Background: an optimization exercise with open tools, aiming at small area, a short achievable clock period and few clock cycles per item. Do not read the settings as production practice.
The RTL was checked by simulation tests, not by an equivalence proof against the original design.
No activity file was given, so power comes from the tool's default toggle rates.

## umber
Design sha256_msg_sched, start of the top module:
module sha256_msg_sched #(
  parameter int IN_W   = 8,
  parameter int ROUNDS = 64
) (
  input  logic            clk,
  input  logic            rst,
  input  logic            abort,
  input  logic [IN_W-1:0] in_data,
  input  logic            in_valid,
  output logic            in_ready,
  output logic [31:0]     w_data,
  output logic [5:0]      w_idx,
  output logic            w_valid,
  input  logic            w_ready,
  output logic            busy,
  output logic            dbg_state
);
Size: roughly 2,800 cells after synthesis, ~55 I/O pins, about 37,000 um2 of cells after synthesis.
clock: 4.6 ns
lec_check: 0
cap_margin: 20
core_margin: 2
core_utilization: 55
cts_buf_list: sky130_fd_sc_hd__clkbuf_8
cts_cluster_diameter: 45
cts_cluster_size: 20
setup_slack_margin: 2.05
slew_margin: 20
standard.sh (not shown) runs the stock make flow with config.mk's settings and CLKGATE_MAP_FILE= SYNTH_SCRIPT=/design/flow/synth_recipe.tcl, a recipe that flattens the netlist after the stock synthesis.
==> flow/flow/run.sh <==
#!/bin/bash
# Standard layout (the standard.sh), except that
#  - synthesis maps logic with a delay-driven abc script (flow/abc_fast.script)
#    and without the full/half-adder cell step; registers are mapped before abc
#    runs, exactly as in synth_recipe.tcl, so they are the standard ones;
#  - every input and output port is buffered with buf_4 rather than the
#    default (a slow delay buffer that the resizer may not swap);
#  - clock tree synthesis adds no dummy loads.
# Each step's full log is in orfs/logs/; make's own output is in flow_make.log.
set -euo pipefail
here=$(pwd)
{
  echo 'proc abc {args} {'
  echo '  set i [lsearch $args -script]'
  echo "  if {\$i >= 0} { lset args [expr {\$i+1}] $here/flow/abc_fast.script }"
  echo '  yosys abc {*}$args'
  echo '}'
  cat synth_recipe.tcl
} > my_synth.tcl
cts="-sink_clustering_enable -repair_clock_nets -sink_clustering_size 20 -sink_clustering_max_diameter 45 -buf_list sky130_fd_sc_hd__clkbuf_8 -dont_use_dummy_load"
extra="ADDER_MAP_FILE= ABC_CLOCK_PERIOD_IN_PS=1500 CTS_ARGS=\"$cts\" BUFFER_PORTS_ARGS=\"-buffer_cell sky130_fd_sc_hd__buf_4\""
sed -e "s#SYNTH_SCRIPT=[^ ]*#SYNTH_SCRIPT=$here/my_synth.tcl $extra#" standard.sh > my_standard.sh
bash my_standard.sh > flow_make.log 2>&1
==> flow/flow/abc_fast.script <==
&get -n
&st
&if -g
&st
&dch
&nf {D}
&put
buffer -c
topo
stime -c
upsize -c {D}
dnsize -c {D}
Testbench counts of umber, summed over its fixed seeds: cycles 12,720, blocks 192.
Setup changes, umber to quartz
-- flow/flow/abc_fast.script --
<<< umber, line 2
&st
&if -g
>>> quartz, line 2
&st
&if -g
&st
&syn2
&if -g
-- flow/config.mk --
<<< umber, line 13
export CTS_CLUSTER_SIZE = 20
export SETUP_SLACK_MARGIN = 2.05
export SLEW_MARGIN = 20
>>> quartz, line 13
export CTS_CLUSTER_SIZE = 20
export SETUP_SLACK_MARGIN = 2.2
export SLEW_MARGIN = 20
==> run summary <==
quartz reached the end of the flow, and the finished layout is clean on the timing, design-rule and antenna checks.
Lower global-route wire length before repair goes to quartz over umber.
Of quartz and umber, the run reporting the higher global-route usage was umber.
Overall die height essentially unchanged between quartz and umber.
Comparing umber against quartz, there is no change at all in clock tree buffer depth.
Of quartz and umber, the higher share of cell area taken by muxes after synthesis belongs to quartz.
On worst setup slack: quartz sits above umber.
Re count of distinct cell types in the synthesized netlist: quartz and umber aren't equal, and the higher value belongs to umber.
Overall power consumption is higher on umber
Compare quartz and umber | register-to-register slack higher: quartz
| part of the cycle the worst path needs | quartz vs umber | 1.4 points lower |
Compared with umber, quartz shows sequential power that has gone down by more than 10%.
--- input diff quartz..delta ---
==> flow/run.sh (new file) <==
#!/bin/bash
# synth_recipe.tcl (not shown) runs the flow's synth.tcl, then flattens the netlist and writes it again
# the make line also repeats each setting of config.mk as NAME=value (left out here)
make -C /OpenROAD-flow-scripts/flow DESIGN_CONFIG=/design/flow/config.mk WORK_HOME=/design/flow/orfs CLKGATE_MAP_FILE= SYNTH_SCRIPT=/design/flow/synth_recipe.tcl finish
-- flow/config.mk --
<<< quartz, line 13
export CTS_CLUSTER_SIZE = 20
export SETUP_SLACK_MARGIN = 2.2
export SLEW_MARGIN = 20
>>> delta, line 13
export CTS_CLUSTER_SIZE = 20
export SETUP_SLACK_MARGIN = 1.6
export SLEW_MARGIN = 20
removed: flow/flow/run.sh
removed: flow/flow/abc_fast.script
removed: flow/standard.sh
## What came out
- Compared with quartz, total power in delta increased by more than 10%.
- In delta, final worst-path setup slack is lower than in quartz.
- Cell area ends up lower on delta.
- delta vs. quartz: global-route usage went down by 3.0 points.
- Re power share of the clock group: quartz was lower than delta.
- Looking at area of the multi-input gates across delta and quartz, the one that comes out lower is delta.

## port drivers added, routing unchanged
The results above use ideal ports. As a check the final layouts listed here were re-extracted and re-timed, cells and wires unchanged. Step 1 (the two cells are an assumption about what drives the block):
set clk [get_ports {clk}]
set_driving_cell -lib_cell sky130_fd_sc_hd__clkbuf_16 $clk
set_driving_cell -lib_cell sky130_fd_sc_hd__buf_2 [delete_from_list [all_inputs] $clk]
Step 2 adds t to the input delays and takes it off the output delays; t is the mean of the earliest and latest rising clock arrival at the registers after step 1. Input paths then give back, and output paths get back, about the clock's delay inside the block. a / b / c = ideal ports / drivers / drivers and shift; a / b = the first two.
run | t, ns | setup WS [ns] | slew at the worst register clock pin (ns) | pins driven straight from the clock port
umber | 0.744 | 2.091 / 2.091 / 1.792 | 0.11 / 0.11 | 1
quartz | 0.752 | 2.156 / 2.156 / 1.755 | 0.11 / 0.11 | 1
delta | 0.775 | 1.667 / 1.667 / 1.472 | 0.11 / 0.11 | 1
After both steps setup and hold are still met in every run listed. The setup slack of quartz, which loses most, moves by 0.000 ns with the drivers and by -0.401 ns with both steps.
